From an optimization exercise on the open Yosys and OpenROAD flow, aimed at small area, a short achievable clock period and few clock cycles per item; shortcuts taken in it are not production practice. No run shown here included a check of the RTL's function; only the layout flow was run. Power and IR drop assume default switching activity.

===== flow/config.mk =====
export PLATFORM = sky130hd
export DESIGN_NAME = lookup_cache_top
export DESIGN_NICKNAME = lookup_cache_top
export VERILOG_FILES = /design/flow/design.v
export SDC_FILE = /design/flow/constraint.sdc
export NUM_CORES = 4
export LEC_CHECK = 0
export CAP_MARGIN = 20
export CORE_MARGIN = 2
export CORE_UTILIZATION = 40
export SETUP_SLACK_MARGIN = 4.5
export SLEW_MARGIN = 20

===== flow/constraint.sdc =====
create_clock -name core_clock -period 7.5 [get_ports {clk}]
set_input_delay 1.5000 -clock core_clock [delete_from_list [all_inputs] [get_ports {clk}]]
set_output_delay 1.5000 -clock core_clock [all_outputs]
set_load 0.01 [all_outputs]

===== flow/design.v =====
`default_nettype none
package lkp_pkg;
    typedef logic [2-1:0] mshr_idx_t;
    typedef struct packed {
        logic [3-1:0] order_id;
        logic                    so;
        logic [5-1:0]   reg_entry;
        logic [4-1:0]   rob_entry;
    } lkp_meta_t;
    typedef struct packed {
        logic [20-1:0] key;
        lkp_meta_t              meta;
    } lkp_req_t;
    typedef struct packed {
        logic [20-1:0] result;
        lkp_meta_t              meta;
    } lkp_rsp_t;
    typedef struct packed {
        logic [20-1:0] key;
        mshr_idx_t              idx;
    } c2a_req_t;
    typedef enum logic [1:0] {
        S_IDLE,
        S_SEARCH,
        S_RESOLVE
    } slot_state_e;
endpackage
`default_nettype wire
`timescale 1ns/100ps
`default_nettype none
module lookup_cache_top (
    input  wire                      clk,
    input  wire                      rst,
    input  wire                      req_valid_i,
    input  wire  [20+(3 + 1 + 5 + 4)-1:0] req_i,
    output logic                     req_ready_o,
    output logic                     rsp_valid_o,
    output logic [20+(3 + 1 + 5 + 4)-1:0] rsp_o,
    input  wire                      rsp_ready_i,
    output logic                     c2a_vld_o,
    output logic [20-1:0]   c2a_info_o,
    output logic [10-1:0] c2a_req_id_o,
    input  wire                      a2c_rdy_i,
    input  wire                      a2c_rsp_vld_i,
    input  wire  [10-1:0] a2c_rsp_id_i,
    input  wire  [20-1:0]   a2c_rslt_i
);
    localparam int KW = 20;
    localparam int RW = 20;
    localparam int MW = (3 + 1 + 5 + 4);
    localparam int NE = 16;
    localparam int EW = 4;
    localparam int NS = 4;
    localparam int SW = 2;
    logic          sv_q, tv_q, ready_q;
    logic [KW-1:0] skey_q, tkey_q;
    logic [MW-1:0] smeta_q, tmeta_q;
    logic [NE-1:0] tm_q;             
    logic          thv_q, thp_q;     
    logic [NE-1:0] kv_q;             
    logic [NE-1:0] cv_q;             
    logic [KW-1:0] key_q  [NE];
    logic [RW-1:0] rslt_q [NE];
    logic [EW-1:0] ptr_q;            
    logic [NS-1:0] busy_q;
    logic [NS-1:0] rdy_q;            
    logic [EW-1:0] ent_q  [NS];
    logic [MW-1:0] meta_q [NS];
    logic          qv_q;
    logic [SW-1:0] qslot_q;
    logic [NE-1:0] qent_q;
    logic          av_q;
    logic [SW-1:0] aid_q;
    logic [RW-1:0] ard_q;
    logic          cvld_q;
    logic [KW-1:0] ckey_q;
    logic [SW-1:0] cid_q;
    logic          ov_q;
    logic [RW-1:0] ores_q;
    logic [MW-1:0] ometa_q;
    logic [NS-1:0] free_vec;
    logic [SW-1:0] fsel;
    logic          any_free;
    always_comb begin
        fsel = '0;
        for (int s = NS - 1; s >= 0; s--) begin
            if (!busy_q[s]) fsel = SW'(s);
        end
    end
    assign free_vec = ~busy_q;
    assign any_free = |free_vec;
    logic lk_ptr;
    always_comb begin
        lk_ptr = 1'b0;
        for (int s = 0; s < NS; s++) begin
            if (busy_q[s] && ent_q[s] == ptr_q) lk_ptr = 1'b1;
        end
    end
    logic o_free, c_free, t_miss;
    assign o_free = !ov_q || rsp_ready_i;
    assign c_free = !cvld_q || a2c_rdy_i;
    assign t_miss = !thv_q && !thp_q;
    logic s_fire;        
    logic h_fire;        
    logic p_fire;        
    logic a_fire;        
    logic skip;          
    logic t_free;
    assign s_fire = qv_q && o_free;
    assign h_fire = tv_q && thv_q && !qv_q && o_free;
    assign p_fire = tv_q && !t_miss && !h_fire && any_free;
    assign a_fire = tv_q && t_miss && any_free && c_free && !lk_ptr;
    assign skip   = tv_q && t_miss && lk_ptr;
    assign t_free = !tv_q || h_fire || p_fire || a_fire;
    assign req_ready_o = ready_q;
    logic [EW-1:0] a_ent;
    logic [NE-1:0] a_dec;
    assign a_ent = ent_q[aid_q];
    always_comb begin
        for (int e = 0; e < NE; e++) begin
            a_dec[e] = av_q && (a_ent == EW'(e));
        end
    end
    logic [EW-1:0] tm_idx;
    always_comb begin
        tm_idx = '0;
        for (int e = 0; e < NE; e++) begin
            if (tm_q[e]) tm_idx = tm_idx | EW'(e);
        end
    end
    logic          in_v;
    logic [KW-1:0] in_key;
    logic [MW-1:0] in_meta;
    assign in_v    = sv_q || req_valid_i;
    assign in_key  = sv_q ? skey_q  : req_i[KW+MW-1:MW];
    assign in_meta = sv_q ? smeta_q : req_i[MW-1:0];
    logic          fwd_on, fwd_eq;
    logic [NE-1:0] m1, m1_v;
    assign fwd_on = tv_q && t_miss;
    assign fwd_eq = (tkey_q == in_key);
    always_comb begin
        for (int e = 0; e < NE; e++) begin
            if (fwd_on && ptr_q == EW'(e)) begin
                m1[e]   = fwd_eq;
                m1_v[e] = 1'b0;
            end else begin
                m1[e]   = kv_q[e] && (key_q[e] == in_key);
                m1_v[e] = m1[e] && cv_q[e];
            end
        end
    end
    logic [NS-1:0] cand;
    logic [SW-1:0] pick;
    always_comb begin
        pick = '0;
        for (int s = 0; s < NS; s++) begin
            cand[s] = busy_q[s] && rdy_q[s] && !(qv_q && qslot_q == SW'(s));
        end
        for (int s = NS - 1; s >= 0; s--) begin
            if (cand[s]) pick = SW'(s);
        end
    end
    always_ff @(posedge clk or posedge rst) begin
        if (rst) begin
            sv_q   <= 1'b0;
            ready_q <= 1'b1;
            tv_q   <= 1'b0;
            kv_q   <= '0;
            cv_q   <= '0;
            ptr_q  <= '0;
            busy_q <= '0;
            rdy_q  <= '0;
            qv_q   <= 1'b0;
            av_q   <= 1'b0;
            cvld_q <= 1'b0;
            ov_q   <= 1'b0;
        end else begin
            if (t_free) begin
                tv_q    <= in_v;
                sv_q    <= 1'b0;
                ready_q <= 1'b1;
            end else if (req_valid_i && !sv_q) begin
                sv_q    <= 1'b1;
                ready_q <= 1'b0;
            end
            av_q <= a2c_rsp_vld_i;
            cv_q <= cv_q | a_dec;
            if (a_fire) begin
                kv_q[ptr_q] <= 1'b1;
                cv_q[ptr_q] <= 1'b0;
            end
            if (a_fire || skip) begin
                ptr_q <= ptr_q + 1'b1;
            end
            for (int s = 0; s < NS; s++) begin
                if (av_q && busy_q[s] && ent_q[s] == a_ent) rdy_q[s] <= 1'b1;
            end
            if (s_fire) begin
                busy_q[qslot_q] <= 1'b0;
            end
            if (p_fire || a_fire) begin
                busy_q[fsel] <= 1'b1;
                rdy_q[fsel]  <= p_fire && |(tm_q & (cv_q | a_dec));
            end
            if (!qv_q || s_fire) begin
                qv_q <= |cand;
            end
            if (a_fire) begin
                cvld_q <= 1'b1;
            end else if (a2c_rdy_i) begin
                cvld_q <= 1'b0;
            end
            if (s_fire || h_fire) begin
                ov_q <= 1'b1;
            end else if (rsp_ready_i) begin
                ov_q <= 1'b0;
            end
        end
    end
    logic [NE-1:0] osel;
    logic [RW-1:0] omux;
    always_comb begin
        omux = '0;
        osel = qv_q ? qent_q : tm_q;
        for (int e = 0; e < NE; e++) begin
            if (osel[e]) omux = omux | rslt_q[e];
        end
    end
    always_ff @(posedge clk) begin
        if (!sv_q) begin
            skey_q  <= req_i[KW+MW-1:MW];
            smeta_q <= req_i[MW-1:0];
        end
        if (t_free) begin
            tkey_q  <= in_key;
            tmeta_q <= in_meta;
            tm_q    <= m1;
            thv_q   <= |m1_v;
            thp_q   <= |(m1 & ~m1_v);
        end
        ard_q <= a2c_rslt_i;
        aid_q <= a2c_rsp_id_i[SW-1:0];
        for (int e = 0; e < NE; e++) begin
            if (a_dec[e]) rslt_q[e] <= ard_q;
        end
        if (a_fire) begin
            key_q[ptr_q] <= tkey_q;
        end
        if (p_fire || a_fire) begin
            ent_q[fsel]  <= a_fire ? ptr_q : tm_idx;
            meta_q[fsel] <= tmeta_q;
        end
        if (!qv_q || s_fire) begin
            qslot_q <= pick;
            for (int e = 0; e < NE; e++) begin
                qent_q[e] <= (ent_q[pick] == EW'(e));
            end
        end
        if (a_fire) begin
            ckey_q <= tkey_q;
            cid_q  <= fsel;
        end
        if (s_fire) begin
            ores_q  <= omux;
            ometa_q <= meta_q[qslot_q];
        end else if (h_fire) begin
            ores_q  <= omux;
            ometa_q <= tmeta_q;
        end
    end
    assign rsp_valid_o  = ov_q;
    assign rsp_o        = {ores_q, ometa_q};
    assign c2a_vld_o    = cvld_q;
    assign c2a_info_o   = ckey_q;
    assign c2a_req_id_o = {{(10 - SW){1'b0}}, cid_q};
endmodule
`default_nettype wire

===== flow/flow/run.sh =====
#!/bin/bash
# The standard layout, with plain buffers (buf_2) on the ports in place
# of the delay buffers buffer_ports picks by default. Everything else is the
# standard flow. The tool output goes to standard_flow.log here.
set -euo pipefail
export BUFFER_PORTS_ARGS="-buffer_cell sky130_fd_sc_hd__buf_2"
bash standard.sh > standard_flow.log 2>&1

===== flow/standard.sh =====
#!/bin/bash
# synth_recipe.tcl (not shown) runs the flow's synth.tcl, then flattens the netlist and writes it again
# the make line also repeats each setting of config.mk as NAME=value (left out here)
make -C /OpenROAD-flow-scripts/flow DESIGN_CONFIG=/design/flow/config.mk WORK_HOME=/design/flow/orfs CLKGATE_MAP_FILE= SYNTH_SCRIPT=/design/flow/synth_recipe.tcl "${@:-finish}"

==> impl_metrics.py, run 1 <==
metrics = {
    "timing": {
        "drv_slew": 0,
        "worst_slack_ns": 4.30,
        "setup_viol": 0,
        "rsz0062_at_grt": "yes",
        "min_period_ns": 3.20,
        "setup_tns_ns": 0,
        "tightest_slew_ns": 1.03,
        "hold_viol_final": 0,
        "fin_skew_ns": 0.0293,
        "max_slew_margin": 0.310,
        "clock.fmax_mhz": 313,
        "fin_crit_sh": 0.426,
    },
    "die": {
        "die_w_um": 309,
        "die-area_um2": 95200,
        "start_util": 0.404,
        "io_pins": 135,
        "die_h_um": 309,
        "row_count": 111,
        "core_area_um2": 91800,
    },
    "yosys": {
        "synth_edf_count": 832,
        "ys_ff_latch": 940,
        "netlist_instances": 2212,
        "synth_async_sr_flop_share": 0.0543,
        "yosysWarnings": 2,
        "yosysTopAreaCell": "edfxtp_1",
        "yosysTopAreaCellShare": 0.673,
        "syn_avg_cell_area_um2": 16.8,
        "yosysSeqAreaShare": 0.738,
        "synth_top_cells_by_area": "edfxtp_1 (67%), xnor2_1 (5.7%), dfrtp_1 (3.4%)",
        "synth_flop_cell": "edfxtp_1",
        "ys_types": 67,
        "synthesis.area_um2": 37100,
    },
    "global_route": {
        "grt_pass1_vias": 21600,
        "grt_pass1_wl_mm": 147,
        "grt-ovfl-total": 0,
        "grt_max_degree": 52,
        "grt_use_total": 0.214,
        "antenna_found_initial": 0,
    },
    "power": {
        "totalPowerFinal_uw": 19000,
        "p_leak_uw": 0.0154,
        "powerDensity_nw_per_um2": 420,
        "ir_worst_vdd_mv": 0.279,
    },
    "clock_tree": {
        "cts.sinks": 940,
        "cts_buffers": 98,
        "clockBufferDepth": 3,
        "cts_tree": "yes",
        "cts.htree.levels": 3,
        "path_clk_slew_ns": 0.06,
        "cts-root-buf": "clkbuf_16",
        "cts_hold_buffers": 0,
        "clk_latency_ns": 0.69,
    },
    "worst_setup_path": {
        "critPathCaptureType": "flip-flop",
        "critPathLaunchType": "input port",
        "critPathRequiredTime_ns": 8.01,
        "crit_type": "input port to flip-flop",
        "cp.arrival_ns": 3.70,
        "path_max_fanout": 18,
    },
    "cells_and_area": {
        "instances_no_fill": 3892,
        "drive_gt1_frac": 0.268,
        "area_growth_pct": 21.8,
        "nNetsFinal": 2647,
        "antenna_cells": 0,
    },
    "placement": {
        "pre_cts_slack_ns": 2.64,
        "place_congestion": 0.880,
        "dp.cells": 3533,
        "hpwl_mm": 55.0,
        "port_buffers": 118,
    },
    "routing": {
        "vias": 21400,
        "drtIter0Drc": 1978,
        "drc": 0,
        "ant_nets": 0,
        "first_pass_iters": 7,
        "avgRoutedWirePerCell_um": 26.4,
        "viasPerCell": 5.51,
        "drt_wl_total_mm": 103,
    },
    "min_path": {
        "worstHoldPathType": "flip-flop to flip-flop",
    },
    "flow_run": {
        "maxCapViolations": 0,
    },
    "status": {
        "status": "no timing/DRC/antenna violations",
    },
}
==> worst paths after layout <==
kind | from | slack [ns] | endpoint | cells after the start
hold reg to reg | kv_q[3] | 0.47 | kv_q[3] | 1
max in group asynchronous | rst | 5.94 | ptr_q[2] | 3
setup reg to reg | sv_q | 4.34 | thp_q | 11
hold / removal | kv_q[3] | 0.47 | kv_q[3] | 1
min in group asynchronous | rst | 1.02 | sv_q | 3
setup / recovery | req_i[21] | 4.30 | thp_q | 10
==> logic make-up after synthesis <==
group | Yosys count | share of synthesized area
compound gates | 274 | 0.0592
xor+xnor | 379 | 0.0894
buf+inv | 159 | 0.0232
simple gates | 358 | 0.0520
mux | 87 | 0.0330
other cells | 1 | 0.000101
flops | 940 | 0.738
fa+ha+maj | 14 | 0.00472
==> report_power, final <==
| part | switching [µW] | internal [µW] | leakage, µW |
|---|---|---|---|
| Sequential | 670 | 7280 | 0.00865 |
| Clock | 2060 | 2820 | 0.00159 |
| Combinational | 3900 | 2270 | 0.00520 |
| Total | 6630 | 12400 | 0.0154 |
==> routing by layer <==
| metal | part of all wire | up-vias | global-route usage |
|---|---|---|---|
| met5 | 0 | - | 0 |
| met4 | 0.034 | 0 | 0.0733 |
| met3 | 0.070 | 204 | 0.0336 |
| met2 | 0.49 | 913 | 0.360 |
| met1 | 0.40 | 11100 | 0.282 |
| li1 | - | 9253 | - |
==> cell usage in the layout, fill, tap and decap left out, types with 43 or more instances in the layout <==
master	netlist	layout
nand2_1	46	43
dfxtp_1	57	56
a22o_1	80	80
xnor2_1	243	238
edfxtp_1	832	832
a221oi_1	80	80
buf_4	28	181
nor2_1	76	47
nor4_1	75	48
nand4_1	68	68
xor2_1	136	136
dfrtp_1	50	45
buf_2	18	118
clkbuf_16	0	100
inv_1	46	44
==> flip-flops by register name, summed over array words and instances (netlist names), 2 cells and up, named ones only <==
signal,flops
ard_q,20
busy_q,4
cid_q,2
ckey_q,20
cv_q,16
ent_q,16
key_q,320
kv_q,16
meta_q,52
ometa_q,13
ores_q,20
ptr_q,4
qent_q,16
qslot_q,2
rdy_q,4
rslt_q,320
skey_q,20
smeta_q,13
tkey_q,20
tm_q,16
tmeta_q,13
==> cell usage after synthesis, types with 42 or more instances <==
cell	number
a221oi_1	80
a22o_1	80
clkbuf_1	46
dfrtp_1	50
dfxtp_1	57
edfxtp_1	832
inv_1	46
mux2_2	42
nand2_1	46
nand4_1	68
nor2_1	76
nor4_1	75
xnor2_1	243
xor2_1	136
==> what timing repair did <==
item / 4_1_cts / 5_1_grt
endpoints found under the setup margin: 354 / 129
pin swaps: 24 / 30
gates cloned: 1 / 2
buffers inserted: 79 / 92
resized for setup: 107 / 65
==> layout make-up <==
| class | instances | area [µm²] |
|---|---|---|
| fill | 7572 | 46600 |
| clock inverter | 47 | 544 |
| timing repair buffer | 357 | 2980 |
| clock buffer | 138 | 2710 |
| sequential | 940 | 27400 |
| inverter | 46 | 176 |
| tap | 1243 | 1560 |
| multi-input combinational | 1121 | 9820 |
==> critical path, cell delays in order <==
cell and delay [ns]:
buf_2 0.11, mux2i_4 0.16, buf_12 0.25, xnor2_1 0.10, nor4_1 0.30, nand4_1 0.37
nor3_4 0.43, a22oi_2 0.14, o2111ai_2 0.11, a2111o_1 0.23
==> metrics by stage <==
step,area [µm²],hold WS (ns),utilization
2_1_floorplan,37500,0.427,-
3_3_place_gp,39600,0.443,0.432
3_5_place_dp,39600,0.455,0.432
4_1_cts,44100,0.468,0.480
5_1_grt,45200,0.489,0.492
6_report,45200,0.465,0.492
==> inputs of run 2 (changes only) <==
==> flow/run.sh (new file) <==
#!/bin/bash
# synth_recipe.tcl (not shown) runs the flow's synth.tcl, then flattens the netlist and writes it again
# the make line also repeats each setting of config.mk as NAME=value (left out here)
make -C /OpenROAD-flow-scripts/flow DESIGN_CONFIG=/design/flow/config.mk WORK_HOME=/design/flow/orfs CLKGATE_MAP_FILE= SYNTH_SCRIPT=/design/flow/synth_recipe.tcl finish
--- a/flow/config.mk
+++ b/flow/config.mk
@@ -7,2 +7,3 @@
 export LEC_CHECK = 0
+export ABC_CLOCK_PERIOD_IN_PS = 2800
 export CAP_MARGIN = 20
@@ -10,3 +11,3 @@
 export CORE_UTILIZATION = 40
-export SETUP_SLACK_MARGIN = 4.5
+export SETUP_SLACK_MARGIN = 4.6
 export SLEW_MARGIN = 20
removed: flow/flow/run.sh
removed: flow/standard.sh
==> impl_metrics.py, run 2 <==
metrics = {
    "status": {
        "status": "no timing/DRC/antenna violations",
    },
    "cells_and_area": {
        "layout_commonest_cell": "edfxtp_1",
        "multi_input_area_um2": 10400,
        "final_util": 0.518,
        "fill_cells": 7296,
        "antenna_cells": 0,
        "final_cell_mix": "edfxtp_1 (832), xnor2_1 (219), buf_4 (199)",
        "area_growth_pct": 28.1,
        "top_regs": "key_q x320, rslt_q x320, meta_q x52",
        "seq_area_um2": 27400,
        "nNetsFinal": 2754,
        "fin_area_um2": 47500,
        "drive_gt1_frac": 0.276,
    },
    "worst_setup_path": {
        "crit_type": "input port to flip-flop",
        "critical_path.max_stage_delay_ns": 0.32,
        "ff2ff_path_depth": 14,
        "endpoint": "thv_q",
        "worstReg2RegEnd": "thp_q",
        "ff2ff_setup_slack_ns": 4.33,
        "critPathCaptureType": "flip-flop",
        "crit_start": "req_i[22]",
        "critPathLaunchType": "input port",
        "crit_top_cell": "buf_12",
        "r2r-start": "sv_q",
        "cp.arrival_ns": 3.70,
        "critPathRequiredTime_ns": 8.02,
        "path_max_fanout": 5,
        "crit_chain": "clkbuf_2, mux2i_4, buf_12, buf_12, buf_12, xnor2_1, nor4_1, nand4_1, nor4_4, buf_4, a222oi_1, and4_1, nand4_1",
        "cpMaxStageDelayCell": "nor4_1",
    },
    "routing": {
        "avgRoutedWirePerCell_um": 27.0,
        "vias": 22200,
        "drtIter0Drc": 2593,
        "drc": 0,
        "ant_nets": 0,
        "first_pass_iters": 6,
        "viasPerCell": 5.56,
        "drt_wl_total_mm": 108,
    },
    "flow_run": {
        "maxCapViolations": 0,
    },
    "power": {
        "totalPowerFinal_uw": 19900,
        "p_switching_uw": 7030,
        "clock_power_share": 0.238,
        "combPwrFrac": 0.363,
        "p_sw_frac": 0.353,
        "ir_worst_vdd_mv": 0.464,
        "powerDensity_nw_per_um2": 419,
        "p_leak_uw": 0.0163,
        "power.internal_uw": 12900,
        "pwr-share-seq": 0.399,
    },
    "global_route": {
        "grt_pass1_wl_mm": 153,
        "grt_use_total": 0.223,
        "antenna_found_initial": 1,
        "grt-ovfl-total": 0,
        "grt_max_degree": 52,
        "grt_pass1_vias": 22000,
    },
    "clock_tree": {
        "cts.sinks": 940,
        "cts.htree.levels": 3,
        "clk_latency_ns": 0.70,
        "path_clk_slew_ns": 0.06,
        "cts_hold_buffers": 0,
        "cts_buffers": 98,
        "clockBufferDepth": 3,
        "cts-root-buf": "clkbuf_16",
        "cts_tree": "yes",
    },
    "yosys": {
        "yosysTopAreaCellShare": 0.673,
        "synth_top_cells_by_area": "edfxtp_1 (67%), xnor2_1 (5.7%), dfrtp_1 (3.4%)",
        "ys_types": 67,
        "synth_commonest_cells": "edfxtp_1 (832), xnor2_1 (243), xor2_1 (136), a221oi_1 (80), a22o_1 (80)",
        "synth_edf_count": 832,
        "synth_flop_cell": "edfxtp_1",
        "synth_async_sr_flop_share": 0.0543,
        "synthesis.area_um2": 37100,
        "syn_avg_cell_area_um2": 16.8,
        "yosysTopAreaCell": "edfxtp_1",
        "yosysSeqAreaShare": 0.738,
        "yosysWarnings": 2,
        "yosysMostFrequentCell": "edfxtp_1",
        "ys_ff_latch": 940,
        "netlist_instances": 2212,
    },
    "timing": {
        "hold_viol_final": 0,
        "drv_slew": 0,
        "tightest_slew_ns": 1.05,
        "worst_slack_ns": 4.32,
        "clock.fmax_mhz": 315,
        "rsz0062_at_grt": "yes",
        "fin_skew_ns": 0.0265,
        "setup_tns_ns": 0,
        "setup_viol": 0,
        "min_period_ns": 3.18,
        "max_slew_margin": 0.297,
        "fin_crit_sh": 0.424,
    },
    "placement": {
        "port_buffers": 118,
        "place_congestion": 0.871,
        "hpwl_mm": 55.3,
        "place_area_um2": 40200,
        "pre_cts_slack_ns": 2.33,
    },
    "die": {
        "start_util": 0.404,
        "die_h_um": 309,
        "row_count": 111,
        "die-area_um2": 95200,
        "die_w_um": 309,
        "core_area_um2": 91800,
        "io_pins": 135,
    },
    "min_path": {
        "worstHoldPathType": "flip-flop to flip-flop",
        "worstHoldPathCells": 1,
    },
}
[run 2: how the worst min path moves through the flow]
stage / start / endpoint
after floorplan: kv_q[11] / kv_q[11]
after global placement: kv_q[7] / kv_q[7]
after detailed placement: kv_q[10] / kv_q[10]
after CTS: kv_q[10] / kv_q[10]
after global routing: kv_q[5] / kv_q[5]
final: kv_q[5] / kv_q[5]
[run 2: metrics by stage]
stage	hold WS (ns)	std cells
CTS	0.466	3920
finish	0.466	3995
floorplan	0.427	2219
detailed placement	0.448	3531
global placement	0.442	3531
global route	0.478	3995
[run 2: cell families after synthesis]
kind of cell / after synthesis / share of synthesized area
xor+xnor: 379 / 0.0894
other cells: 1 / 0.000101
fa+ha+maj: 14 / 0.00472
buf+inv: 159 / 0.0232
compound gates: 274 / 0.0592
simple gates: 358 / 0.0520
mux: 87 / 0.0330
flops: 940 / 0.738
[run 2: power groups by stage]
stage | registers, µW | logic [µW] | clock network (µW)
global route | 8030 | 7590 | 5020
CTS | 7920 | 6790 | 4820
finish | 7940 | 7230 | 4750
detailed placement | 8060 | 5580 | 0
floorplan | 7930 | 3320 | 0
global placement | 8020 | 5500 | 0
[run 2: metal layers]
layer | up-vias | GRT usage | share of wire
li1 | 9492 | - | -
met1 | 11500 | 0.290 | 0.40
met2 | 1021 | 0.382 | 0.50
met3 | 190 | 0.0343 | 0.072
met4 | 0 | 0.0719 | 0.027
met5 | - | 0 | 0
[run 2: layout make-up]
| class | count | share of cell area |
|---|---|---|
| Inverter | 46 | 0.00371 |
| Clock buffer | 134 | 0.0566 |
| Clock inverter | 47 | 0.00953 |
| Tap cell | 1243 | 0.0327 |
| Sequential cell | 940 | 0.577 |
| Multi-Input combinational cell | 1139 | 0.219 |
| Timing Repair Buffer | 446 | 0.101 |
[run 2: worst max-delay path: cells and delay by family]
kind / cells / cell delay (ns)
multiplexers: 1 / 0.16
buffers and inverters: 5 / 0.65
AND/OR/NAND/NOR: 5 / 1.21
XOR/XNOR: 1 / 0.07
AO/OA/AOI/OAI: 1 / 0.09
[run 2: what timing repair did]
| action | CTS | global route |
|---|---|---|
| setup buffers | 190 | 64 |
| resized for setup | 332 | 108 |
| pin swaps | 80 | 68 |
| cloned | 18 | 11 |
| endpoints found under the setup margin | 525 | 405 |

what the ideal ports hide:
No port has a modelled driver above. Below, the same layouts with a new extraction and two added sets of constraints. Step 1 sets driving cells, clkbuf_16 on the clock port and buf_2 on the other inputs (assumed; they add their load-dependent delay and slew). Step 2 times the ports against the registers' clock, not the clock port: input delays grow and output delays shrink by t, the midpoint of the rising clock arrivals with the driver on. a / b / c = ideal ports / drivers / drivers and shift; a / b = the first two.
| run | t (ns) | setup slack, ns | pins driven straight from the clock port |
|---|---|---|---|
| run 1 | 0.734 | 4.305 / 4.338 / 3.615 | 1 |
| run 2 | 0.742 | 4.323 / 4.330 / 3.610 | 1 |
After both steps setup and hold are still met in every run listed. For run 2, which loses most, drivers alone change the setup slack by +0.007 ns; drivers and shift together by -0.713 ns.
